Source: an optimization exercise on an open RTL-to-GDS flow (aim: small area, a short achievable clock period and few clock cycles). Production flows keep margins and buffers that such runs may drop. RTL that was checked went through simulation tests only; none was proved equivalent to the original. For runs 4 and 5, only the layout was checked, not whether the RTL still works. Power figures rest on the tool's default switching activity, not on a simulated workload.

==> design.v <==
`default_nettype none
package poker_money_pkg;
	typedef logic [14:0] chip_t;	 
	typedef logic seat_t;	 
	localparam chip_t SMALL_BLIND = 15'd100;
	localparam chip_t BIG_BLIND = 15'd200;
endpackage
`default_nettype wire
`default_nettype none
package poker_flow_pkg;
	typedef enum logic [2:0] {
		ACT_CHECK = 3'd0,
		ACT_CALL = 3'd1,
		ACT_RAISE_2BB = 3'd2,
		ACT_RAISE_4BB = 3'd3,
		ACT_RAISE_6BB = 3'd4,
		ACT_ALL_IN = 3'd5,
		ACT_FOLD = 3'd6
	} action_t;
	typedef enum logic [2:0] {
		ST_PREFLOP = 3'd0,
		ST_FLOP = 3'd1,
		ST_TURN = 3'd2,
		ST_RIVER = 3'd3,
		ST_SHOWDOWN = 3'd4
	} street_t;
	typedef enum logic [1:0] {
		WIN_TIE = 2'd0,
		WIN_SEAT0 = 2'd1,
		WIN_SEAT1 = 2'd2
	} winner_t;
	typedef enum logic [3:0] {
		CS_IDLE,
		CS_RESET,
		CS_NEW_HAND,
		CS_BLINDS,
		CS_WAIT_ACTION,
		CS_APPLY,
		CS_STREET_END,
		CS_SHOWDOWN,
		CS_AWARD,
		CS_HAND_DONE,
		CS_MATCH_OVER
	} ctrl_state_t;
endpackage
`default_nettype wire
`timescale 1ns/1ps
`default_nettype none
module poker_table
#(
	parameter poker_money_pkg::chip_t START_CHIPS = 15'd2000
)
(
	input logic clock,
	input logic resetn,
	input logic start,
	input logic action_valid,
	input poker_flow_pkg::action_t action,
	input logic showdown_valid,
	input poker_flow_pkg::winner_t showdown_winner,
	output logic action_ready,
	output logic showdown_ready,
	output poker_money_pkg::seat_t to_act,
	output poker_flow_pkg::street_t street,
	output poker_money_pkg::chip_t stack0,
	output poker_money_pkg::chip_t stack1,
	output poker_money_pkg::chip_t bet0,
	output poker_money_pkg::chip_t bet1,
	output poker_money_pkg::chip_t pot,
	output logic hand_over,
	output logic match_over,
	output poker_money_pkg::seat_t match_winner
);
	localparam int W = 12;
	typedef logic [W-1:0] amt_t;
	localparam amt_t ALL = amt_t'(2 * START_CHIPS);
	localparam amt_t SB = amt_t'(poker_money_pkg::SMALL_BLIND);
	localparam amt_t BB = amt_t'(poker_money_pkg::BIG_BLIND);
	localparam amt_t R1 = amt_t'(2 * poker_money_pkg::BIG_BLIND);
	localparam amt_t R2 = amt_t'(4 * poker_money_pkg::BIG_BLIND);
	localparam amt_t R3 = amt_t'(6 * poker_money_pkg::BIG_BLIND);
	function automatic logic [W:0] radd(input amt_t a, input amt_t b, input logic cin);
		logic c;
		logic [W:0] r;
		c = cin;
		for (int i = 0; i < W; i++)
		begin
			r[i] = a[i] ^ b[i] ^ c;
			c = (a[i] & b[i]) | (c & (a[i] ^ b[i]));
		end
		r[W] = c;
		radd = r;
	endfunction
	amt_t t0, t1, b0, b1, p;
	logic ta;	 
	logic nta;	 
	logic bb;	 
	logic first;	 
	logic [2:0] st;
	logic ph_act, ph_show, ph_hov, ph_mov;	 
	amt_t s0, s1;	 
	assign s0 = t0 - b0;
	assign s1 = t1 - b1;
	assign stack0 = poker_money_pkg::chip_t'(s0);
	assign stack1 = poker_money_pkg::chip_t'(s1);
	assign bet0 = poker_money_pkg::chip_t'(b0);
	assign bet1 = poker_money_pkg::chip_t'(b1);
	assign pot = poker_money_pkg::chip_t'(p);
	assign to_act = ta;
	assign street = poker_flow_pkg::street_t'(st);
	assign action_ready = ph_act;
	assign showdown_ready = ph_show;
	assign hand_over = ph_hov;
	assign match_over = ph_mov;
	assign match_winner = t1[W-1];	 
	logic b0_gt, b1_gt;	 
	logic t0_gt;	 
	amt_t cap;	 
	assign b0_gt = b0 > b1;
	assign b1_gt = b1 > b0;
	assign t0_gt = t0 > t1;
	assign cap = t0_gt ? t1 : t0;
	amt_t otot, pb;
	assign otot = nta ? t0 : t1;
	assign pb = nta ? b1 : b0;
	logic need, over, covers, ps_nz, agt;
	logic [W:0] dc;
	assign need = ta ? b0_gt : b1_gt;	 
	assign over = ta ? b1_gt : b0_gt;	 
	assign dc = {1'b0, otot} - {1'b0, pb};	 
	assign covers = !dc[W];
	assign ps_nz = ta ? (t0 != b0) : (t1 != b1);
	assign agt = ta ? !t0_gt && (t0 != t1) : t0_gt;
	logic ok1, ok2, ok3;
	assign ok1 = (pb < R1) && (t0 >= R1) && (t1 >= R1);
	assign ok2 = (pb < R2) && (t0 >= R2) && (t1 >= R2);
	assign ok3 = (pb < R3) && (t0 >= R3) && (t1 >= R3);
	logic araise;
	assign araise = covers && (dc[W-1:0] != '0) && ps_nz;
	amt_t w0, w1;	 
	assign w0 = amt_t'(radd(ALL, ~s1, 1'b1));
	assign w1 = amt_t'(radd(ALL, ~s0, 1'b1));
	amt_t pclose, p2;
	assign p2 = p + {pb[W-2:0], 1'b0};
	assign pclose = over ? (ta ? w0 : w1) : covers ? p2 : (ta ? w1 : w0);
	amt_t ctot;
	assign ctot = !need ? (ta ? s1 : s0) : covers ? dc[W-1:0] : '0;
	amt_t half, sp0, sp1;
	assign half = p >> 1;
	assign sp0 = amt_t'(radd(t0, half, p[0]));
	assign sp1 = amt_t'(radd(t1, half, 1'b0));
	logic empty;
	amt_t post0, post1;
	assign empty = (t0 == '0) || (t1 == '0);
	assign post0 = bb ? ((t0 < BB) ? t0 : BB) : ((t0 < SB) ? t0 : SB);
	assign post1 = bb ? ((t1 < SB) ? t1 : SB) : ((t1 < BB) ? t1 : BB);
	logic idle_like, go_start, take_a, take_s, hov_deal;
	assign idle_like = !(ph_act || ph_show || ph_hov);
	assign go_start = idle_like && start;
	assign take_a = ph_act && action_valid;
	assign take_s = ph_show && showdown_valid;
	assign hov_deal = ph_hov && !empty;
	logic c_fold, c_r1, c_r2, c_r3, c_all;	 
	assign c_fold = (action == poker_flow_pkg::ACT_FOLD);
	assign c_r1 = (action == poker_flow_pkg::ACT_RAISE_2BB);
	assign c_r2 = (action == poker_flow_pkg::ACT_RAISE_4BB);
	assign c_r3 = (action == poker_flow_pkg::ACT_RAISE_6BB);
	assign c_all = (action == poker_flow_pkg::ACT_ALL_IN);
	logic a_r1, a_r2, a_r3, a_all, a_raise, a_call, a_close, a_fold;
	assign a_r1 = take_a && c_r1 && ok1;
	assign a_r2 = take_a && c_r2 && ok2;
	assign a_r3 = take_a && c_r3 && ok3;
	assign a_all = take_a && c_all && araise;
	assign a_raise = a_r1 || a_r2 || a_r3 || a_all;
	assign a_fold = take_a && c_fold;
	assign a_call = take_a && !c_fold && !(c_r1 && ok1) && !(c_r2 && ok2) && !(c_r3 && ok3) && !(c_all && araise);
	assign a_close = a_call && !first;
	logic win0, win1, split;
	assign win0 = take_s && (showdown_winner == poker_flow_pkg::WIN_SEAT0);
	assign win1 = take_s && (showdown_winner == poker_flow_pkg::WIN_SEAT1);
	assign split = take_s && !(showdown_winner == poker_flow_pkg::WIN_SEAT0) && !(showdown_winner == poker_flow_pkg::WIN_SEAT1);
	function automatic amt_t pick(input logic sel, input amt_t v);
		pick = {W{sel}} & v;
	endfunction
	amt_t cbet;
	assign cbet = !need ? (ta ? b1 : b0) : covers ? pb : otot;
	logic own0, own1;
	assign own0 = !ta;
	assign own1 = ta;
	amt_t nb0, nb1, nt0, nt1, np;
	assign nb0 = pick(go_start, SB) | pick(hov_deal, post0) |
		pick(own0 && a_r1, R1) | pick(own0 && a_r2, R2) | pick(own0 && a_r3, R3) |
		pick(own0 && a_all, cap) | pick(own0 && a_call && first, cbet) |
		pick(!(go_start || hov_deal || a_fold || a_close || (own0 && take_a)), b0);
	assign nb1 = pick(go_start, BB) | pick(hov_deal, post1) |
		pick(own1 && a_r1, R1) | pick(own1 && a_r2, R2) | pick(own1 && a_r3, R3) |
		pick(own1 && a_all, cap) | pick(own1 && a_call && first, cbet) |
		pick(!(go_start || hov_deal || a_fold || a_close || (own1 && take_a)), b1);
	assign nt0 = pick(go_start, ALL / 2) |
		pick((a_fold && own0) || (a_close && own1), s0) |
		pick((a_fold && own1) || win0, w0) |
		pick(a_close && own0, ctot) | pick(split, sp0) |
		pick(!(go_start || a_fold || a_close || win0 || split), t0);
	assign nt1 = pick(go_start, ALL / 2) |
		pick((a_fold && own1) || (a_close && own0), s1) |
		pick((a_fold && own0) || win1, w1) |
		pick(a_close && own1, ctot) | pick(split, sp1) |
		pick(!(go_start || a_fold || a_close || win1 || split), t1);
	assign np = pick(a_close, pclose) | pick(!(go_start || a_fold || a_close || take_s), p);
	always_ff @(posedge clock)
	begin
		b0 <= nb0;
		b1 <= nb1;
		t0 <= nt0;
		t1 <= nt1;
		p <= np;
	end
	always_ff @(posedge clock)
	begin
		if (!resetn)
		begin
			ph_act <= 1'b0;
			ph_show <= 1'b0;
			ph_hov <= 1'b0;
			ph_mov <= 1'b0;
		end
		else if (go_start)
		begin
			ph_act <= 1'b1;
			ph_mov <= 1'b0;
		end
		else if (take_a)
		begin
			if (a_fold)
			begin
				ph_act <= 1'b0;
				ph_hov <= 1'b1;
			end
			else if (a_close && st == 3'd3)
			begin
				ph_act <= 1'b0;
				ph_show <= 1'b1;
			end
		end
		else if (take_s)
		begin
			ph_show <= 1'b0;
			ph_hov <= 1'b1;
		end
		else if (ph_hov)
		begin
			ph_hov <= 1'b0;
			if (empty)
				ph_mov <= 1'b1;
			else
				ph_act <= 1'b1;
		end
	end
	always_ff @(posedge clock)
	begin
		if (go_start)	 
		begin
			ta <= 1'b0;
			nta <= 1'b1;
			bb <= 1'b1;
			first <= 1'b1;
			st <= 3'd0;
		end
		else if (a_close)	 
		begin
			ta <= bb;
			nta <= !bb;
			first <= 1'b1;
			st <= st + 3'd1;
		end
		else if (take_a && !a_fold)
		begin
			ta <= !ta;
			nta <= ta;
			first <= 1'b0;
		end
		else if (hov_deal)
		begin
			nta <= !bb;
			ta <= bb;	 
			bb <= !bb;
			first <= 1'b1;
			st <= 3'd0;
		end
	end
endmodule
`default_nettype wire
==> flow/run.sh <==
#!/bin/bash
# Standard synthesis and layout, run stage by stage so each stage can get its
# own ORFS settings: flow/stage_<name>.txt holds make variable assignments,
# one per line (for example a setup margin for the timing repair, or the
# buffer cell for the port buffers). Each stage logs to <name>.log here.
set -euo pipefail
run() {
	local name=$1 target=$2
	local -a extra=()
	if [[ -f flow/stage_$name.txt ]]; then
		while IFS= read -r line; do
			[[ -z $line || $line == \#* ]] || extra+=("$line")
		done < flow/stage_$name.txt
	fi
	bash standard.sh "${extra[@]}" "$target" > "$name.log" 2>&1
}
bash standard.sh synth > synth.log 2>&1
run fp floorplan
run place place
run cts cts
run route finish
==> flow/stage_cts.txt <==
SETUP_SLACK_MARGIN=8.7
SETUP_MOVE_SEQUENCE=unbuffer,sizeup,swap
==> flow/stage_fp.txt <==
SETUP_SLACK_MARGIN=9.5
==> flow/stage_place.txt <==
BUFFER_PORTS_ARGS=-buffer_cell sky130_fd_sc_hd__buf_2
==> flow/stage_route.txt <==
SETUP_SLACK_MARGIN=8.7
SETUP_MOVE_SEQUENCE=unbuffer,sizeup,swap
==> standard.sh <==
#!/bin/bash
# synth_recipe.tcl (not shown) runs the flow's synth.tcl, then flattens the netlist and writes it again
# the make line also repeats each setting of config.mk as NAME=value (left out here)
make -C /OpenROAD-flow-scripts/flow DESIGN_CONFIG=/design/flow/config.mk WORK_HOME=/design/flow/orfs CLKGATE_MAP_FILE= SYNTH_SCRIPT=/design/flow/synth_recipe.tcl "${@:-finish}"
==> config.mk <==
export PLATFORM = sky130hd
export DESIGN_NAME = poker_table
export DESIGN_NICKNAME = poker_table
export VERILOG_FILES = /design/flow/design.v
export SDC_FILE = /design/flow/constraint.sdc
export NUM_CORES = 4
export LEC_CHECK = 0
export CAP_MARGIN = 20
export CORE_MARGIN = 2
export CORE_UTILIZATION = 40
export SLEW_MARGIN = 20
==> constraint.sdc <==
create_clock -name core_clock -period 14.0 [get_ports {clock}]
set_input_delay 2.8000 -clock core_clock [delete_from_list [all_inputs] [get_ports {clock}]]
set_output_delay 2.8000 -clock core_clock [all_outputs]
set_load 0.01 [all_outputs]
==> flow_summary.ini, run 1 <==
[status]
status = no timing/DRC/antenna violations

[grt]
antenna_found_initial = 0
track_usage_pct = 32.01
grt_pass1_wl_um = 57660
grt_pass1_vias = 9104
grt_start_max_net_pins = 46
grt_overflow = 0

[synth]
synth_top_area_share_pct = 15.88
synth-seq-cells = 71
synthAdderAreaFrac_pct = 18.31
yosysMostFrequentCell = inv_1
ys_top_cells_by_area = dfxtp_1 (16%), ha_1 (13%), fa_1 (5.6%)
yosys.area_share.simple_pct = 16.05
synth_cell_types = 86
yosys.area.top_type = dfxtp_1
synthCells = 1162
syn_avg_cell_area_um2 = 7.702
muxShareOfSynthArea_pct = 4.921
synth_compound_area_share_pct = 31.57
synth_top_family_by_area = compound AO/OA/AOI/OAI gates
post_synth_xor_area_fraction_pct = 4.208
synth_common_cells = inv_1 (110), nand2_1 (96), ha_1 (91), o21ai_0 (89), a21oi_1 (81)
synth_edf_count = 0
ys.flop_type = dfxtp_1
synth-async-reset-ratio_pct = 0
ys_seq_area_share_pct = 15.88
syn-cell-area_um2 = 8950
ys.warnings.count = 1

[timing]
worst_pin_slew_ns = 1.259
finalHoldViolations = 0
fin_crit_ns = 5.649
fin_crit_sh_pct = 40.35
max_freq_ghz = 0.1770
relSlewSlack_pct = 16.10
setup_violations = 0
maxSlewViolCount = 0
final.setup_skew_ns = 0.006695
fin_hold_ws_ns = 0.4688
fin_setup_tns_ns = 0
layout_setup_ws_ns = 8.351
rsz0062_at_grt = true

[run]
cap_violations = 0

[setup_path]
cp.required_ns = 11.20
reg2reg_to = t0[10]$_DFF_P_
worstRegToRegCells = 17
crit_type = reg -> out
cp-end-kind = output pin
crit_chain = inv_1 > ha_1 > o21ai_0 > o21ai_1 > a21o_1 > a21o_1 > a21o_1 > a21oi_2 > xnor2_2 > buf_2
cp_common_cell = a21o_1
rrSetupSlack_ns = 8.85
max_stage_delay_ns = 0.51
cp_slowest_cell = dfxtp_1
critPathLaunchType = register
arrival_ns = 2.85
crit_fanout = 6
r2r_start = p[0]$_DFF_P_

[detailed_routing]
num_vias = 9786
wire_per_inst_um = 26.10
postRouteAntennaNets = 0
dr.pass1.iters = 7
totalWireLength_um = 38680
vias_per_cell = 6.603
drcViolationCount = 0
drtIter0Drc = 1276

[power_and_ir_drop]
peakVddDrop_mv = 0.1009
power_leakage_nw = 4.351
power.total_w = 0.002406
power.density_nw_per_um2 = 230.2

[floorplanning]
rows = 54
dieWidth_um = 153.6
start_util_pct = 40.88
die-area_um2 = 23590
core-area_um2 = 21890
die_h_um = 153.6
ios = 94

[min_path]
min_path_type = reg -> reg
min_from = p[0]$_DFF_P_
min_path_cells = 2
worst_hold_path.endpoint = p[0]$_DFF_P_

[cells_and_area]
layoutNonFillerInstCount = 1482
layout-drive-gt1-share_pct = 22.30
syn2layout_area_growth_pct = 16.78
final_nets = 1323
diodes = 0

[cts]
cts.path.max_buffers = 2
clk_pin_slew_ns = 0.07
cts_root_buf = clkbuf_16
cts_hold_buf = 0
post_cts_buffers = 0
clock-sinks = 71
ctsHtreeMaxLevel = 3
cts_tree = yes
insertion_delay_ns = 0.36
cts_made_buffers = 9

[placement]
dpl.hpwl_um = 29890
gp_congestion = 1.006
io_buffers = 78
dp.cells = 1466
dpl_worst_slack_ns = 8.453
how the worst max path moves through the flow:
| stage | startpoint | endpoint |
|---|---|---|
| 2_1_floorplan | t0[0]$_DFF_P_ | stack0[10] |
| 3_3_place_gp | action[1] | b1[7]$_DFF_P_ |
| 3_5_place_dp | action[1] | b1[3]$_DFF_P_ |
| 4_1_cts | t0[0]$_DFF_P_ | stack0[10] |
| 5_1_grt | b0[4]$_DFF_P_ | stack0[10] |
| 6_report | b0[4]$_DFF_P_ | stack0[10] |
worst max-delay path: cells and delay by family, from the launching register on:
kind / cells / cell delay [ns]
flops: 1 / 0.51
fa+ha+maj: 1 / 0.40
xor+xnor: 1 / 0.35
compound gates: 6 / 0.86
buf+inv: 2 / 0.38
report_power, final:
group          internal (W)  total [W]  switching (W)
Sequential         0.000241   0.000352       0.000110
Combinational      0.000658    0.00177        0.00112
Clock              0.000170   0.000280       0.000110
Total               0.00107    0.00241        0.00134
layout make-up:
| class | instances | area (um^2) |
|---|---|---|
| fillers | 2168 | 11440 |
| multi-input cells | 916 | 7333 |
| flip-flops and latches | 71 | 1523 |
| repair buffers | 88 | 471.7 |
| inverters | 111 | 426.7 |
| well taps | 280 | 350.3 |
| clock buffers | 13 | 302.8 |
| clock inverters | 3 | 43.79 |
placed cells by master, fill, tap and decap left out, types with 17 or more instances in the layout:
cell type / instances
o221ai_1: 17
xnor2_1: 18
buf_2: 77
nor2_1: 57
dfxtp_1: 30
a21oi_1: 71
mux2i_1: 37
o21ai_0: 81
nor3_1: 19
o211ai_1: 29
inv_1: 96
o22ai_1: 27
nand3_1: 23
a21o_1: 22
nand2_1: 94
ha_1: 75
dfxtp_4: 20
dfxtp_2: 21
a221o_1: 29
sequential cells by signal, summed over array words and instances (netlist names):
name     flops
b1          12
t0          12
p           12
st           3
ph_show      1
first        1
bb           1
t1          12
ph_act       1
ph_hov       1
nta          1
ta           1
ph_mov       1
b0          12
layer usage:
layer | GRT usage [%] | vias up | routed length (um)
li1 | - | 4388 | -
met1 | 43.82 | 4653 | 15970
met2 | 48.89 | 636 | 16730
met3 | 6.652 | 109 | 4304
met4 | 13.54 | 0 | 1675
met5 | 0 | - | 0
per-stage QoR:
step	area (um^2)	utilization, %
final	10450	47.74
after CTS	10320	47.16
after detailed placement	9827	44.89
after global routing	10450	47.74
after floorplan	9430	-
after global placement	9827	44.89
kinds of logic after synthesis:
family	Yosys count
AOI/OAI and AO/OA	410
xor gates and xnor gates	43
adders and majority gates	116
buffers and inverters	189
DFF	71
muxes	42
other	1
and+or+nand+nor	290
what timing repair did:
action	CTS	global route
gates resized for setup	39	28
pin swaps	13	17
endpoints found under the setup margin	12	43
Testbench counts, summed over its fixed seeds: cycles 10,701.
==> run 2: changes to the inputs <==
==> flow/stage_place.txt (replaced) <==
BUFFER_PORTS_ARGS=-buffer_cell sky130_fd_sc_hd__buf_2
PLACE_DENSITY=0.8
removed: flow/stage_route.txt
==> run 2 against run 1 <==
  * Synthesized cell count is the same
  * Total power is 2.4% lower
  * Critical endpoint unchanged
  * Critical path type unchanged
  * First-iteration DRC count is 12% higher
  * Utilization is 0.95 points lower
  * Sequential share of layout area is 0.15 points higher
  * Highest routed layer is now met5
  * Clock power fell by 15%
==> flow_summary.ini, run 2 <==
[cts]
ctsHtreeMaxLevel = 3
cts_hold_buf = 0
cts.path.max_buffers = 2
cts_root_buf = clkbuf_16
insertion_delay_ns = 0.36
clk_pin_slew_ns = 0.06
clock-sinks = 71
cts_made_buffers = 9
cts_tree = yes

[floorplanning]
dieWidth_um = 153.6
start_util_pct = 40.88
die_h_um = 153.6
core-area_um2 = 21890
ios = 94
die-area_um2 = 23590
rows = 54

[setup_path]
crit_type = reg -> out
crit_path_start = t0[0]$_DFF_P_
arrival_ns = 2.76
crit_family = compound AO/OA/AOI/OAI gates
cp-end-kind = output pin
worst-path-buf-inv = 3
r2r_start = nta$_SDFFE_PP1P_
crit_chain = inv_4 > ha_4 > inv_2 > fa_2 > a211oi_2 > o21ai_1 > a21o_1 > a21o_1 > a21o_1 > a21oi_2 > xnor2_2 > buf_2
reg2reg_to = b1[7]$_DFF_P_
worstRegToRegCells = 13
cp.required_ns = 11.20
cp_slowest_cell = fa_2
max_stage_delay_ns = 0.37
rrSetupSlack_ns = 8.63
cp_common_cell = a21o_1
path_depth = 12
crit_fanout = 6
critPathLaunchType = register

[cells_and_area]
diodes = 0
layout-drive-gt1-share_pct = 20.78
syn2layout_area_growth_pct = 14.44
nFillCells = 2165
layout_common_cells = inv_1 (99), nand2_1 (94), o21ai_0 (83)
final_area_um2 = 10240
final_common_cell = inv_1
final_nets = 1324

[detailed_routing]
num_vias = 10000
postRouteAntennaNets = 0
wire_per_inst_um = 26.29
drcViolationCount = 0
totalWireLength_um = 38980
dr.pass1.iters = 8
drtIter0Drc = 1434
vias_per_cell = 6.743

[timing]
final.setup_skew_ns = 0.01042
fin_crit_sh_pct = 39.69
relSlewSlack_pct = 22.37
maxSlewViolCount = 0
fin_setup_tns_ns = 0
setup_violations = 0
max_freq_ghz = 0.1800
fin_crit_ns = 5.556
worst_pin_slew_ns = 1.164
finalHoldViolations = 0
rsz0062_at_grt = false

[synth]
post_synth_xor_area_fraction_pct = 4.208
synth_common_cells = inv_1 (110), nand2_1 (96), ha_1 (91), o21ai_0 (89), a21oi_1 (81)
muxShareOfSynthArea_pct = 4.921
synth-async-reset-ratio_pct = 0
synth_edf_count = 0
ys_seq_area_share_pct = 15.88
yosysMostFrequentCell = inv_1
ys.warnings.count = 1
synth_compound_area_share_pct = 31.57
synthCells = 1162
ys.flop_type = dfxtp_1
synth_top_area_share_pct = 15.88
synthAdderAreaFrac_pct = 18.31
syn_avg_cell_area_um2 = 7.702
synth-seq-cells = 71
syn-cell-area_um2 = 8950
yosys.area.top_type = dfxtp_1
synth_cell_types = 86
synth_top_family_by_area = compound AO/OA/AOI/OAI gates
ys_top_cells_by_area = dfxtp_1 (16%), ha_1 (13%), fa_1 (5.6%)
yosys.area_share.simple_pct = 16.05

[placement]
placed_area_um2 = 9834
io_buffers = 78
dpl.hpwl_um = 29840
gp_congestion = 1.031

[power_and_ir_drop]
power.density_nw_per_um2 = 229.1
swShare_pct = 56.87
p_comb_share_pct = 74.9
internal_power_w = 0.001012
peakVddDrop_mv = 0.1014
clockPowerShare_pct = 10.2
seq_power_share_pct = 14.9
p_switching_w = 0.001335
power_leakage_nw = 4.308

[min_path]
min_from = p[0]$_DFF_P_
worst_hold_path.endpoint = p[0]$_DFF_P_
min_path_cells = 2
min_path_type = reg -> reg

[grt]
track_usage_pct = 32.40
antenna_found_initial = 1
grt_pass1_wl_um = 58640
grt_overflow = 0
grt_pass1_vias = 9629
grt_start_max_net_pins = 46

[status]
status = no timing/DRC/antenna violations

[run]
cap_violations = 0
run 2: cell types whose count changed in the layout (fill, tap and decap cells not counted), moves of 3 or more:
| cell | before | now |
|---|---|---|
| dfxtp_2 | 21 | 24 |
| dfxtp_4 | 20 | 15 |
| ha_1 | 75 | 79 |
| ha_4 | 14 | 11 |
| inv_1 | 96 | 99 |
run 2: what timing repair did:
action                                 in CTS  in global routing
resized for setup                          32                  0
endpoints found under the hold margin       0                  0
setup buffers                               0                  0
setup endpoints to repair                  13                  0
run 2: power groups by stage:
stage	Clock, W	Sequential (W)	Combinational, W
after floorplan	0	0.000291	0.00119
after CTS	0.000238	0.000340	0.00169
final	0.000239	0.000350	0.00176
after global placement	0	0.000339	0.00163
after detailed placement	0	0.000341	0.00166
after global routing	0.000247	0.000348	0.00188
run 2: final cells by class:
type                    count  area [um^2]  share of cell area [%]
inverters                 111        421.7                   4.117
clock inverters             4        25.02                  0.2443
well taps                 280        350.3                   3.420
flip-flops and latches     71         1508                   14.72
clock buffers              12        267.8                   2.614
repair buffers             89        473.0                   4.618
multi-input cells         916         7197                   70.27
run 2: layer usage:
| metal | vias to the layer above | GRT usage (%) | part of all wire (%) |
|---|---|---|---|
| li1 | 4364 | - | - |
| met1 | 4665 | 43.00 | 39 |
| met2 | 799 | 46.84 | 40 |
| met3 | 170 | 10.68 | 14 |
| met4 | 2 | 16.38 | 6.1 |
| met5 | - | 0 | 0.033 |
run 2: worst max-delay path by stage:
stage / end / slack, ns
floorplan: stack0[10] / 9.11
global placement: b1[7]$_DFF_P_ / 8.56
detailed placement: b1[9]$_DFF_P_ / 8.50
CTS: stack0[10] / 8.47
global route: stack0[10] / 8.33
finish: stack0[10] / 8.44
run 2: logic make-up (layout without fill, tap and decap cells):
kind of cell,after synthesis,count (layout)
AO/OA/AOI/OAI,410,410
XOR/XNOR,43,43
adder cells (fa/ha/maj),116,116
buffers and inverters,189,216
multiplexers,42,42
AND/OR/NAND/NOR,290,290
other,1,15
flip-flops,71,71
run 2: stage by stage:
stage / power, W / hold slack, ns / std cells / setup WS [ns] / util, %
after floorplan: 0.001479 / 0.4607 / 1176 / 9.112 / -
after global routing: 0.002476 / 0.5007 / 1483 / 8.332 / 46.79
after detailed placement: 0.002003 / 0.4645 / 1467 / 8.498 / 44.92
final: 0.002347 / 0.4801 / 1483 / 8.444 / 46.79
after CTS: 0.002268 / 0.4747 / 1483 / 8.468 / 46.77
after global placement: 0.001973 / 0.4499 / 1467 / 8.564 / 44.92
run 2: worst reg2reg max path, stage by stage (launching register included):
cell and delay, ns:
dfxtp_2 1.00, o21ai_0 0.66, inv_1 0.25, ha_1 0.36, o211ai_1 0.15, nand2_1 0.07
o31ai_1 0.10, a221o_1 0.34, a41oi_1 0.62, o31ai_2 0.16, buf_4 0.23, and2_4 0.30
nor4_4 0.78, a221o_1 0.29
==> run 3: changes to the inputs <==
==> flow/stage_cts.txt (replaced) <==
SETUP_SLACK_MARGIN=9.2
SETUP_MOVE_SEQUENCE=unbuffer,sizeup,swap
==> run 3 against run 2 <==
  * Still clean
  * Sequential power hardly changed
  * Sequential cell count stayed put
  * Non-clock buffer count stayed put
  * Setup slack worse by 0.10 ns
  * Critical path type unchanged
==> flow_summary.ini, run 3 <==
[synth]
ys.flop_type = dfxtp_1
yosysMostFrequentCell = inv_1
yosys.area.top_type = dfxtp_1
synth_cell_types = 86
synth_edf_count = 0
ys.warnings.count = 1
ys_top_cells_by_area = dfxtp_1 (16%), ha_1 (13%), fa_1 (5.6%)
syn-cell-area_um2 = 8950
synth_common_cells = inv_1 (110), nand2_1 (96), ha_1 (91), o21ai_0 (89), a21oi_1 (81)
synth-seq-cells = 71
synthCells = 1162
syn_avg_cell_area_um2 = 7.702
ys_seq_area_share_pct = 15.88
synth_top_area_share_pct = 15.88
synth-async-reset-ratio_pct = 0

[floorplanning]
die_h_um = 153.6
dieWidth_um = 153.6
rows = 54
core-area_um2 = 21890
ios = 94
start_util_pct = 40.88
die-area_um2 = 23590

[timing]
setup_violations = 0
fin_crit_ns = 5.657
finalHoldViolations = 0
fin_crit_sh_pct = 40.41
max_freq_ghz = 0.1768
relSlewSlack_pct = 36.69
layout_setup_ws_ns = 8.343
maxSlewViolCount = 0
worst_pin_slew_ns = 0.9398
rsz0062_at_grt = false
fin_setup_tns_ns = 0
final.setup_skew_ns = 0.01270

[cts]
cts_hold_buf = 0
clk_pin_slew_ns = 0.06
cts_made_buffers = 9
cts_root_buf = clkbuf_16
clock-sinks = 71
post_cts_buffers = 0
cts_resized = 116
insertion_delay_ns = 0.36
cts_tree = yes
ctsHtreeMaxLevel = 3
cts.path.max_buffers = 2

[setup_path]
cp-end-kind = output pin
critPathLaunchType = register
crit_type = reg -> out
arrival_ns = 2.86
cp.required_ns = 11.20
crit_fanout = 6

[placement]
dpl.hpwl_um = 29840
io_buffers = 78
gp_congestion = 1.031
dpl_worst_slack_ns = 8.498

[power_and_ir_drop]
seq_power_share_pct = 14.4
power_leakage_nw = 4.355
swShare_pct = 56.70
p_comb_share_pct = 75.7
clockPowerShare_pct = 9.8
p_switching_w = 0.001385
internal_power_w = 0.001057
peakVddDrop_mv = 0.1021
power.density_nw_per_um2 = 230.7

[grt]
grt_pass1_wl_um = 59520
grt_pass1_vias = 9656
track_usage_pct = 32.86
grt_overflow = 0
antenna_found_initial = 1
grt_start_max_net_pins = 46

[cells_and_area]
final_common_cell = nand2_1
final_nets = 1324
layout-drive-gt1-share_pct = 24.44
syn2layout_area_growth_pct = 18.29
nFillCells = 2118
layout_common_cells = nand2_1 (93), inv_1 (90), o21ai_0 (79)
diodes = 0

[detailed_routing]
vias_per_cell = 6.829
drcViolationCount = 0
postRouteAntennaNets = 0
num_vias = 10130
drtIter0Drc = 1454
dr.pass1.iters = 8
wire_per_inst_um = 26.64
totalWireLength_um = 39510

[run]
cap_violations = 0

[min_path]
min_path_type = reg -> reg

[status]
status = no timing/DRC/antenna violations
-- run 3: cell counts after synthesis --
No cell type changed its count.
-- run 3: stage by stage --
stage	utilization (%)	instance area [um^2]	hold WS, ns	power [W]	std cells
after floorplan	-	9430	0.4607	0.001479	1176
after global placement	44.92	9834	0.4499	0.001973	1467
after detailed placement	44.92	9834	0.4645	0.002003	1467
after CTS	48.36	10590	0.4747	0.002349	1483
after global routing	48.36	10590	0.5065	0.002564	1483
final	48.36	10590	0.4834	0.002442	1483
-- run 3: cell families (layout without fill, tap and decap cells) --
kind of cell	count (synthesis)	after routing	synth area share, %
compound gates	410	410	31.57
xor+xnor	43	43	4.208
fa+ha+maj	116	116	18.31
buf+inv	189	216	9.017
flops	71	71	15.88
mux	42	42	4.921
other cells	1	15	0.04190
simple gates	290	290	16.05
-- run 3: worst max-delay path: stages, from the launching register on --
cell,delay [ns]
dfxtp_1,0.46
inv_1,0.13
ha_1,0.46
o21ai_0,0.20
o21ai_1,0.17
a21o_1,0.14
a21o_1,0.18
a21o_1,0.15
a21oi_2,0.07
xnor2_2,0.34
buf_2,0.21
-- run 3: cell type report --
type / instances / area [um^2] / share of cell area, %
clock buffer: 12 / 267.8 / 2.529
multi-input combinational: 916 / 7476 / 70.62
clock inverter: 4 / 25.02 / 0.2364
sequential: 71 / 1541 / 14.56
timing repair buffer: 89 / 496.7 / 4.692
tap: 280 / 350.3 / 3.309
inverter: 111 / 429.2 / 4.054
-- run 3: layer usage --
| metal | global-route usage [%] | vias up | part of all wire, % |
|---|---|---|---|
| li1 | - | 4375 | - |
| met1 | 43.65 | 4720 | 39 |
| met2 | 47.72 | 844 | 41 |
| met3 | 10.60 | 186 | 14 |
| met4 | 16.51 | 2 | 6.2 |
| met5 | 0 | - | 0.033 |
-- run 3: final timing paths --
kind                               startpoint              to  slack [ns]  depth (start not counted)
worst min register to register  p[11]$_DFF_P_   p[11]$_DFF_P_        0.48                          2
worst min-delay path            p[11]$_DFF_P_   p[11]$_DFF_P_        0.48                          2
worst max register to register   p[1]$_DFF_P_  t0[10]$_DFF_P_        8.57                         17
worst max-delay path            b0[4]$_DFF_P_      stack0[10]        8.34                         10
-- run 3: power by group through the flow --
stage / clock network (W) / registers, W / logic, W
global placement: 0 / 0.000339 / 0.00163
detailed placement: 0 / 0.000341 / 0.00166
global route: 0.000248 / 0.000351 / 0.00197
finish: 0.000240 / 0.000353 / 0.00185
floorplan: 0 / 0.000291 / 0.00119
CTS: 0.000238 / 0.000343 / 0.00177
==> run 4: changes to the inputs <==
--- a/design.v
+++ b/design.v
@@ -93,11 +93,11 @@
 	endfunction
 	amt_t t0, t1, b0, b1, p;
 	logic ta;	 
-	logic nta;	 
 	logic bb;	 
 	logic first;	 
 	logic [2:0] st;
 	logic ph_act, ph_show, ph_hov, ph_mov;	 
+	logic gt0, gt1;	 
 	amt_t s0, s1;	 
 	assign s0 = t0 - b0;
 	assign s1 = t1 - b1;
@@ -113,20 +113,17 @@
 	assign hand_over = ph_hov;
 	assign match_over = ph_mov;
 	assign match_winner = t1[W-1];	 
-	logic b0_gt, b1_gt;	 
 	logic t0_gt;	 
 	amt_t cap;	 
-	assign b0_gt = b0 > b1;
-	assign b1_gt = b1 > b0;
 	assign t0_gt = t0 > t1;
 	assign cap = t0_gt ? t1 : t0;
 	amt_t otot, pb;
-	assign otot = nta ? t0 : t1;
-	assign pb = nta ? b1 : b0;
+	assign otot = ta ? t1 : t0;
+	assign pb = ta ? b0 : b1;
 	logic need, over, covers, ps_nz, agt;
 	logic [W:0] dc;
-	assign need = ta ? b0_gt : b1_gt;	 
-	assign over = ta ? b1_gt : b0_gt;	 
+	assign need = ta ? gt0 : gt1;	 
+	assign over = ta ? gt1 : gt0;	 
 	assign dc = {1'b0, otot} - {1'b0, pb};	 
 	assign covers = !dc[W];
 	assign ps_nz = ta ? (t0 != b0) : (t1 != b1);
@@ -141,7 +138,7 @@
 	assign w0 = amt_t'(radd(ALL, ~s1, 1'b1));
 	assign w1 = amt_t'(radd(ALL, ~s0, 1'b1));
 	amt_t pclose, p2;
-	assign p2 = p + {pb[W-2:0], 1'b0};
+	assign p2 = amt_t'(radd(p, {pb[W-2:0], 1'b0}, 1'b0));
 	assign pclose = over ? (ta ? w0 : w1) : covers ? p2 : (ta ? w1 : w0);
 	amt_t ctot;
 	assign ctot = !need ? (ta ? s1 : s0) : covers ? dc[W-1:0] : '0;
@@ -154,6 +151,14 @@
 	assign empty = (t0 == '0) || (t1 == '0);
 	assign post0 = bb ? ((t0 < BB) ? t0 : BB) : ((t0 < SB) ? t0 : SB);
 	assign post1 = bb ? ((t1 < SB) ? t1 : SB) : ((t1 < BB) ? t1 : BB);
+	logic tsb_full, tbb_gt_sb, tbb_lt_sb, bbg, sbg, hgt0, hgt1;
+	assign tsb_full = bb ? !(t1 < SB) : !(t0 < SB);
+	assign tbb_gt_sb = bb ? t0_gt : !t0_gt && (t0 != t1);	 
+	assign tbb_lt_sb = bb ? !t0_gt && (t0 != t1) : t0_gt;
+	assign bbg = tsb_full ? (bb ? (t0 > SB) : (t1 > SB)) : tbb_gt_sb;
+	assign sbg = tsb_full ? (bb ? (t0 < SB) : (t1 < SB)) : tbb_lt_sb;
+	assign hgt0 = bb ? bbg : sbg;
+	assign hgt1 = bb ? sbg : bbg;
 	logic idle_like, go_start, take_a, take_s, hov_deal;
 	assign idle_like = !(ph_act || ph_show || ph_hov);
 	assign go_start = idle_like && start;
@@ -217,6 +222,34 @@
 	end
 	always_ff @(posedge clock)
 	begin
+		if (go_start)
+		begin
+			gt0 <= 1'b0;
+			gt1 <= 1'b1;
+		end
+		else if (a_fold || a_close)
+		begin
+			gt0 <= 1'b0;
+			gt1 <= 1'b0;
+		end
+		else if (a_raise)	 
+		begin
+			gt0 <= !ta;
+			gt1 <= ta;
+		end
+		else if (a_call && need && covers)	 
+		begin
+			gt0 <= 1'b0;
+			gt1 <= 1'b0;
+		end
+		else if (hov_deal)
+		begin
+			gt0 <= hgt0;
+			gt1 <= hgt1;
+		end
+	end
+	always_ff @(posedge clock)
+	begin
 		if (!resetn)
 		begin
 			ph_act <= 1'b0;
@@ -261,7 +294,6 @@
 		if (go_start)	 
 		begin
 			ta <= 1'b0;
-			nta <= 1'b1;
 			bb <= 1'b1;
 			first <= 1'b1;
 			st <= 3'd0;
@@ -269,19 +301,16 @@
 		else if (a_close)	 
 		begin
 			ta <= bb;
-			nta <= !bb;
 			first <= 1'b1;
 			st <= st + 3'd1;
 		end
 		else if (take_a && !a_fold)
 		begin
 			ta <= !ta;
-			nta <= ta;
 			first <= 1'b0;
 		end
 		else if (hov_deal)
 		begin
-			nta <= !bb;
 			ta <= bb;	 
 			bb <= !bb;
 			first <= 1'b1;
==> flow/stage_place.txt (replaced) <==
BUFFER_PORTS_ARGS=-buffer_cell sky130_fd_sc_hd__buf_2
removed: flow/stage_cts.txt
==> run 4 against run 3 <==
  * Non-clock buffer count up 2
  * Die area up 0.95%
  * Cell area is 3.4% lower
  * Hold slack improved by 0.016 ns
  * Sequential cell count grew 1
  * Clock power is 4% higher
  * Utilization shrank 1.9 points
  * Register-to-register slack worse by 0.56 ns
  * Clock skew decreased by 0.0035 ns
  * Synthesized area increased by 0.98%
  * Combinational power up 8%
  * First-iteration DRC count is 13% higher
  * Still clean
==> flow_summary.ini, run 4 <==
[detailed_routing]
vias_per_cell = 6.866
postRouteAntennaNets = 0
num_vias = 10470
drcViolationCount = 0
wire_per_inst_um = 29.12
totalWireLength_um = 44410
dr.pass1.iters = 9
drtIter0Drc = 1648

[setup_path]
arrival_ns = 6.23
cp.required_ns = 14.24
cp-end-kind = register
crit_path_start = ta$_SDFFE_PP0P_
r2r_start = ta$_SDFFE_PP0P_
crit_end = b0[0]$_DFF_P_
reg2reg_to = b0[0]$_DFF_P_
crit_type = reg -> reg
worstRegToRegCells = 12
critPathLaunchType = register
crit_fanout = 82
rrSetupSlack_ns = 8.01

[cells_and_area]
final_nets = 1353
multi_input_area_um2 = 7189
final_common_cell = nand2_1
layout-drive-gt1-share_pct = 18.15
syn2layout_area_growth_pct = 13.17
regArea_um2 = 1490
diodes = 0
post-route-util_pct = 46.43
nFillCells = 2285
layout_common_cells = nand2_1 (109), nor2_1 (94), inv_1 (93)

[power_and_ir_drop]
power_leakage_nw = 4.090
power.density_nw_per_um2 = 255.6
peakVddDrop_mv = 0.09206

[synth]
synth_top_area_share_pct = 15.95
synth_common_cells = nand2_1 (111), inv_1 (105), nor2_1 (95), o21ai_0 (83), dfxtp_1 (72)
yosysMostFrequentCell = nand2_1
synth_cell_types = 82
syn-cell-area_um2 = 9037
yosys.area.top_type = dfxtp_1
synth_edf_count = 0
ys_top_cells_by_area = dfxtp_1 (16%), ha_1 (9.7%), fa_1 (7.3%)
ys_seq_area_share_pct = 15.95
synthCells = 1211
ys.flop_type = dfxtp_1
ys.warnings.count = 1
syn_avg_cell_area_um2 = 7.463
synth-seq-cells = 72
synth-async-reset-ratio_pct = 0

[grt]
grt_pass1_vias = 9645
grt_overflow = 0
grt_start_max_net_pins = 83
grt_pass1_wl_um = 64680
track_usage_pct = 36.78
antenna_found_initial = 0

[floorplanning]
start_util_pct = 41.03
ios = 94
die_h_um = 154.3
rows = 54
core-area_um2 = 22030
die-area_um2 = 23810
dieWidth_um = 154.3

[placement]
gp_congestion = 1.032
io_buffers = 78
dpl.hpwl_um = 34450

[cts]
insertion_delay_ns = 0.36
cts_resized = 0
clock-sinks = 72
cts_hold_buf = 0
cts_root_buf = clkbuf_16
clk_pin_slew_ns = 0.07
ctsHtreeMaxLevel = 3
post_cts_buffers = 0
cts_tree = yes
cts_made_buffers = 9
cts.path.max_buffers = 2

[timing]
maxSlewViolCount = 0
setup_violations = 0
finalHoldViolations = 0
worst_pin_slew_ns = 1.137
max_freq_ghz = 0.1669
rsz0062_at_grt = false
fin_crit_ns = 5.990
final.setup_skew_ns = 0.009241
fin_setup_tns_ns = 0
fin_crit_sh_pct = 42.79
relSlewSlack_pct = 24.22

[min_path]
min_path_type = reg -> reg

[status]
status = no timing/DRC/antenna violations

[run]
cap_violations = 0
==> run 4: critical path, cell delays in order, from the launching register on <==
cell       delay (ns)
dfxtp_4          0.98
buf_4            0.62
o21ai_0          0.24
ha_1             0.42
o21ai_1          0.17
o21bai_1         0.11
a2111oi_0        0.68
o31ai_1          0.14
or4_4            0.47
o31ai_4          0.74
nand2_4          0.41
and3_1           0.41
a221o_1          0.39
==> run 4: worst min path at each step <==
stage                     depth (start not counted)               start            endpoint
final                                             2  st[2]$_SDFFE_PP0P_  st[2]$_SDFFE_PP0P_
after global routing                              2  st[2]$_SDFFE_PP0P_  st[2]$_SDFFE_PP0P_
after CTS                                         2  st[2]$_SDFFE_PP0P_  st[2]$_SDFFE_PP0P_
after detailed placement                          2  st[2]$_SDFFE_PP0P_  st[2]$_SDFFE_PP0P_
after global placement                            2  st[2]$_SDFFE_PP0P_  st[2]$_SDFFE_PP0P_
after floorplan                                   2       t0[0]$_DFF_P_       t0[0]$_DFF_P_
==> run 4: report_power, final <==
group          internal (W)  switching, W
sequential         0.000249      0.000125
clock              0.000137      0.000111
combinational      0.000683       0.00131
==> run 4: kinds of logic (layout without fill, tap and decap cells) <==
kind of cell	count (synthesis)	after routing	synth area share, %
mux	21	21	2.354
other cells	1	15	0.04149
buf+inv	193	213	9.027
simple gates	357	357	18.87
xor+xnor	27	27	2.617
fa+ha+maj	103	103	17.00
flops	72	72	15.95
compound gates	437	437	34.14
==> run 4: layer usage <==
layer	routed length, um	part of all wire (%)	up-vias	GRT usage (%)
met3	5233	12	168	10.56
met2	17710	40	749	53.00
met4	2998	6.8	0	19.09
li1	-	-	4579	-
met1	18470	42	4975	49.81
met5	0	0	-	0
==> run 4: final cells by class <==
class                           count  area share, %
Multi-Input combinational cell    960          70.30
Sequential cell                    72          14.57
Timing Repair Buffer               91          4.845
Inverter                          106          3.939
Tap cell                          280          3.425
Clock buffer                       11          2.581
Clock inverter                      5         0.3425
==> run 4: per-stage QoR <==
step                      power [W]  area (um^2)  std cells  setup slack, ns  hold slack (ns)
after floorplan            0.001641         9578       1225            8.731           0.4703
after global placement     0.002291         9913       1508            8.136           0.4750
after detailed placement   0.002290         9928       1509            8.187           0.4786
after CTS                  0.002546        10230       1525            8.167           0.4901
after global routing       0.002778        10230       1525            7.706           0.5161
final                      0.002614        10230       1525            8.010           0.4993
==> run 5: changes to the inputs <==
--- a/design.v
+++ b/design.v
@@ -44,6 +44,47 @@
 	} ctrl_state_t;
 endpackage
 `default_nettype wire
+`default_nettype none
+module pfx_add #(parameter int N = 12)
+(
+	input logic [N-1:0] a,
+	input logic [N-1:0] b,
+	input logic cin,
+	output logic [N:0] y
+);
+	localparam int L = $clog2(N + 1);
+	logic [N:0] g [0:L];
+	logic [N:0] p [0:L];
+	logic [N-1:0] x;
+	assign x = a ^ b;
+	assign g[0][0] = cin;
+	assign p[0][0] = 1'b0;
+	assign g[0][N:1] = a & b;
+	assign p[0][N:1] = x;
+	genvar l, i;
+	generate
+		for (l = 0; l < L; l++)
+		begin : lv
+			for (i = 0; i <= N; i++)
+			begin : bt
+				if (((i >> l) & 1) == 1)
+				begin : mg
+					localparam int J = ((i >> l) << l) - 1;
+					assign g[l+1][i] = g[l][i] | (p[l][i] & g[l][J]);
+					assign p[l+1][i] = p[l][i] & p[l][J];
+				end
+				else
+				begin : ps
+					assign g[l+1][i] = g[l][i];
+					assign p[l+1][i] = p[l][i];
+				end
+			end
+		end
+	endgenerate
+	assign y[N-1:0] = x ^ g[L][N-1:0];
+	assign y[N] = g[L][N];
+endmodule
+`default_nettype wire
 `timescale 1ns/1ps
 `default_nettype none
 module poker_table
@@ -93,14 +134,17 @@
 	endfunction
 	amt_t t0, t1, b0, b1, p;
 	logic ta;	 
+	logic nta;	 
 	logic bb;	 
 	logic first;	 
 	logic [2:0] st;
 	logic ph_act, ph_show, ph_hov, ph_mov;	 
-	logic gt0, gt1;	 
 	amt_t s0, s1;	 
-	assign s0 = t0 - b0;
-	assign s1 = t1 - b1;
+	logic [W:0] sd0, sd1;
+	pfx_add #(.N(W)) u_s0 (.a(t0), .b(~b0), .cin(1'b1), .y(sd0));
+	pfx_add #(.N(W)) u_s1 (.a(t1), .b(~b1), .cin(1'b1), .y(sd1));
+	assign s0 = sd0[W-1:0];
+	assign s1 = sd1[W-1:0];
 	assign stack0 = poker_money_pkg::chip_t'(s0);
 	assign stack1 = poker_money_pkg::chip_t'(s1);
 	assign bet0 = poker_money_pkg::chip_t'(b0);
@@ -113,17 +157,20 @@
 	assign hand_over = ph_hov;
 	assign match_over = ph_mov;
 	assign match_winner = t1[W-1];	 
+	logic b0_gt, b1_gt;	 
 	logic t0_gt;	 
 	amt_t cap;	 
+	assign b0_gt = b0 > b1;
+	assign b1_gt = b1 > b0;
 	assign t0_gt = t0 > t1;
 	assign cap = t0_gt ? t1 : t0;
 	amt_t otot, pb;
-	assign otot = ta ? t1 : t0;
-	assign pb = ta ? b0 : b1;
+	assign otot = nta ? t0 : t1;
+	assign pb = nta ? b1 : b0;
 	logic need, over, covers, ps_nz, agt;
 	logic [W:0] dc;
-	assign need = ta ? gt0 : gt1;	 
-	assign over = ta ? gt1 : gt0;	 
+	assign need = ta ? b0_gt : b1_gt;	 
+	assign over = ta ? b1_gt : b0_gt;	 
 	assign dc = {1'b0, otot} - {1'b0, pb};	 
 	assign covers = !dc[W];
 	assign ps_nz = ta ? (t0 != b0) : (t1 != b1);
@@ -138,7 +185,7 @@
 	assign w0 = amt_t'(radd(ALL, ~s1, 1'b1));
 	assign w1 = amt_t'(radd(ALL, ~s0, 1'b1));
 	amt_t pclose, p2;
-	assign p2 = amt_t'(radd(p, {pb[W-2:0], 1'b0}, 1'b0));
+	assign p2 = p + {pb[W-2:0], 1'b0};
 	assign pclose = over ? (ta ? w0 : w1) : covers ? p2 : (ta ? w1 : w0);
 	amt_t ctot;
 	assign ctot = !need ? (ta ? s1 : s0) : covers ? dc[W-1:0] : '0;
@@ -151,14 +198,6 @@
 	assign empty = (t0 == '0) || (t1 == '0);
 	assign post0 = bb ? ((t0 < BB) ? t0 : BB) : ((t0 < SB) ? t0 : SB);
 	assign post1 = bb ? ((t1 < SB) ? t1 : SB) : ((t1 < BB) ? t1 : BB);
-	logic tsb_full, tbb_gt_sb, tbb_lt_sb, bbg, sbg, hgt0, hgt1;
-	assign tsb_full = bb ? !(t1 < SB) : !(t0 < SB);
-	assign tbb_gt_sb = bb ? t0_gt : !t0_gt && (t0 != t1);	 
-	assign tbb_lt_sb = bb ? !t0_gt && (t0 != t1) : t0_gt;
-	assign bbg = tsb_full ? (bb ? (t0 > SB) : (t1 > SB)) : tbb_gt_sb;
-	assign sbg = tsb_full ? (bb ? (t0 < SB) : (t1 < SB)) : tbb_lt_sb;
-	assign hgt0 = bb ? bbg : sbg;
-	assign hgt1 = bb ? sbg : bbg;
 	logic idle_like, go_start, take_a, take_s, hov_deal;
 	assign idle_like = !(ph_act || ph_show || ph_hov);
 	assign go_start = idle_like && start;
@@ -222,34 +261,6 @@
 	end
 	always_ff @(posedge clock)
 	begin
-		if (go_start)
-		begin
-			gt0 <= 1'b0;
-			gt1 <= 1'b1;
-		end
-		else if (a_fold || a_close)
-		begin
-			gt0 <= 1'b0;
-			gt1 <= 1'b0;
-		end
-		else if (a_raise)	 
-		begin
-			gt0 <= !ta;
-			gt1 <= ta;
-		end
-		else if (a_call && need && covers)	 
-		begin
-			gt0 <= 1'b0;
-			gt1 <= 1'b0;
-		end
-		else if (hov_deal)
-		begin
-			gt0 <= hgt0;
-			gt1 <= hgt1;
-		end
-	end
-	always_ff @(posedge clock)
-	begin
 		if (!resetn)
 		begin
 			ph_act <= 1'b0;
@@ -294,6 +305,7 @@
 		if (go_start)	 
 		begin
 			ta <= 1'b0;
+			nta <= 1'b1;
 			bb <= 1'b1;
 			first <= 1'b1;
 			st <= 3'd0;
@@ -301,16 +313,19 @@
 		else if (a_close)	 
 		begin
 			ta <= bb;
+			nta <= !bb;
 			first <= 1'b1;
 			st <= st + 3'd1;
 		end
 		else if (take_a && !a_fold)
 		begin
 			ta <= !ta;
+			nta <= ta;
 			first <= 1'b0;
 		end
 		else if (hov_deal)
 		begin
+			nta <= !bb;
 			ta <= bb;	 
 			bb <= !bb;
 			first <= 1'b1;
==> run 5 against run 4 <==
  * Still clean on timing, DRC and antenna
  * Final cell count shrank 1.4%
  * Global-route usage fell by 4.4 points
  * Cell area fell by 0.26%
  * Clock power grew 16%
  * Sequential cell count shrank 1
  * Highest routed layer is now met5
==> flow_summary.ini, run 5 <==
[cts]
insertion_delay_ns = 0.36
cts.path.max_buffers = 2
cts_resized = 0
cts_made_buffers = 9
post_cts_buffers = 0
ctsHtreeMaxLevel = 3
clock-sinks = 71
cts_root_buf = clkbuf_16
cts_tree = yes
clk_pin_slew_ns = 0.07
cts_hold_buf = 0

[synth]
ys_top_cells_by_area = dfxtp_1 (16%), ha_1 (13%), fa_1 (6.4%)
synth_edf_count = 0
ys.warnings.count = 4
yosysMostFrequentCell = nand2_1
ys_seq_area_share_pct = 15.75
syn-cell-area_um2 = 9024
synth_cell_types = 83
synthCells = 1171
synth-async-reset-ratio_pct = 0
synth_common_cells = nand2_1 (107), inv_1 (104), ha_1 (91), o21ai_0 (86), a21oi_1 (78)
syn_avg_cell_area_um2 = 7.706
ys.flop_type = dfxtp_1
synth-seq-cells = 71
synth_top_area_share_pct = 15.75
yosys.area.top_type = dfxtp_1

[power_and_ir_drop]
power.density_nw_per_um2 = 231.0
power_leakage_nw = 4.266
peakVddDrop_mv = 0.1119
power.total_w = 0.002357

[placement]
gp_congestion = 1.002
dp.cells = 1486
dpl_worst_slack_ns = 8.467
io_buffers = 78
dpl.hpwl_um = 30600

[min_path]
min_path_type = reg -> reg
min_from = st[1]$_SDFFE_PP0P_

[floorplanning]
core-area_um2 = 21960
ios = 94
start_util_pct = 41.09
die-area_um2 = 23780
dieWidth_um = 154.2
rows = 54
die_h_um = 154.2

[timing]
worst_pin_slew_ns = 1.023
setup_violations = 0
fin_crit_ns = 6.038
maxSlewViolCount = 0
final.setup_skew_ns = 0.006391
fin_crit_sh_pct = 43.13
finalHoldViolations = 0
max_freq_ghz = 0.1656
relSlewSlack_pct = 31.63
fin_setup_tns_ns = 0
rsz0062_at_grt = false
layout_setup_ws_ns = 7.962

[detailed_routing]
totalWireLength_um = 38780
postRouteAntennaNets = 0
drcViolationCount = 0
num_vias = 9583
wire_per_inst_um = 25.80
drtIter0Drc = 1005
vias_per_cell = 6.376
dr.pass1.iters = 6

[setup_path]
crit_fanout = 10
cp-end-kind = output pin
arrival_ns = 3.24
r2r_start = nta$_SDFFE_PP1P_
cp.required_ns = 11.20
crit_path_start = t0[3]$_DFF_P_
crit_type = reg -> out
critPathLaunchType = register

[status]
status = no timing/DRC/antenna violations

[cells_and_area]
final_nets = 1347
layout-drive-gt1-share_pct = 17.84
layoutNonFillerInstCount = 1503
final_common_cell = nand2_1
layout_common_cells = nand2_1 (106), inv_1 (98), o21ai_0 (84), ha_1 (84), buf_2 (78)
syn2layout_area_growth_pct = 13.05

[run]
cap_violations = 0

[grt]
grt_start_max_net_pins = 58
grt_overflow = 0
grt_pass1_vias = 9162
grt_pass1_wl_um = 57970
antenna_found_initial = 1
track_usage_pct = 32.38
==> run 5: cell count changes after synthesis, sizes merged, moves of 10 or more <==
cell	delta
ha	+21
nand2b	+13
a21oi	+10
nor2	-20
o22ai	-11
o21ai	+10
mux2i	+12
clkbuf	-27
a221o	+21
==> run 5: layout make-up <==
type	count	area (um^2)
Fill cell	2226	11760
Multi-Input combinational cell	941	7149
Clock buffer	10	239.0
Inverter	104	397.9
Timing Repair Buffer	90	480.5
Clock inverter	6	116.4
Tap cell	280	350.3
Antenna cell	1	2.502
Sequential cell	71	1465
==> run 5: worst max-delay path, stage by stage, from the launching register on <==
cell	delay, ns
dfxtp_1	0.66
ha_1	0.36
o21a_1	0.12
o31a_1	0.13
o211ai_1	0.49
a21oi_1	0.18
o21ai_1	0.15
nand2b_1	0.08
xnor2_1	0.37
inv_1	0.16
buf_2	0.17
==> run 5: metrics by stage <==
| step | hold slack [ns] | cell area [um^2] | util (%) |
|---|---|---|---|
| after floorplan | 0.4906 | 9370 | - |
| after global placement | 0.4712 | 9843 | 44.83 |
| after detailed placement | 0.4803 | 9843 | 44.83 |
| after CTS | 0.4893 | 10200 | 46.44 |
| after global routing | 0.5229 | 10200 | 46.44 |
| final | 0.4853 | 10200 | 46.46 |
==> run 5: final timing paths <==
| kind | cells after the start | slack (ns) | end |
|---|---|---|---|
| hold / removal | 2 | 0.49 | st[1]$_SDFFE_PP0P_ |
| setup / recovery | 10 | 7.96 | stack0[10] |
| hold reg to reg | 2 | 0.49 | st[1]$_SDFFE_PP0P_ |
| setup reg to reg | 12 | 8.46 | nta$_SDFFE_PP1P_ |
==> run 5: metal layers <==
layer	share of wire (%)	track usage, %
met1	43	43.71
met2	44	50.37
met3	9.1	8.294
met4	3.5	11.08
met5	0.14	0
==> run 5: cells by family (layout without fill, tap and decap cells) <==
| group | count (synthesis) | in the layout | share of synthesized area (%) |
|---|---|---|---|
| other | 1 | 16 | 0.04156 |
| multiplexers | 33 | 33 | 3.730 |
| flip-flops | 71 | 71 | 15.75 |
| AND/OR/NAND/NOR | 331 | 331 | 17.75 |
| adder cells (fa/ha/maj) | 120 | 120 | 19.05 |
| AO/OA/AOI/OAI | 410 | 410 | 32.17 |
| buffers and inverters | 173 | 210 | 8.403 |
| XOR/XNOR | 32 | 32 | 3.106 |
==> run 5: where the power goes <==
part	total (W)	internal (W)	switching (W)	leakage, nW
registers	0.000318	0.000237	0.0000818	0.590
clock network	0.000288	0.000181	0.000107	0.173
logic	0.00175	0.000615	0.00114	3.50

==> separate check: timing with driven ports <==
Ports are ideal in the flow. The routed layouts listed here were re-timed in OpenROAD.
Step 1, drivers: a clkbuf_16 drives clock and a buf_2 each remaining input, both assumed.
Step 2, shift: input delay + t, output delay - t, t = (earliest + latest rising clock arrival at the registers) / 2. This alone moves slack from input paths to output paths.
Three values: ideal, step 1, step 2; two values: the first two.
| run | t (ns) | setup slack, ns | worst data-port slew with drivers (ns) |
|---|---|---|---|
| run 1 | 0.405 | 8.351 / 8.303 / 8.446 | 0.03 |
| run 2 | 0.397 | 8.444 / 8.398 / 8.430 | 0.03 |
| run 3 | 0.399 | 8.343 / 8.295 / 8.546 | 0.05 |
| run 4 | 0.402 | 8.010 / 8.010 / 8.010 | 0.03 |
| run 5 | 0.399 | 7.962 / 7.915 / 8.314 | 0.04 |
After both steps setup and hold are still met in every run listed. The setup slack of run 2, which loses most, moves by -0.046 ns with the drivers and by -0.014 ns with both steps.
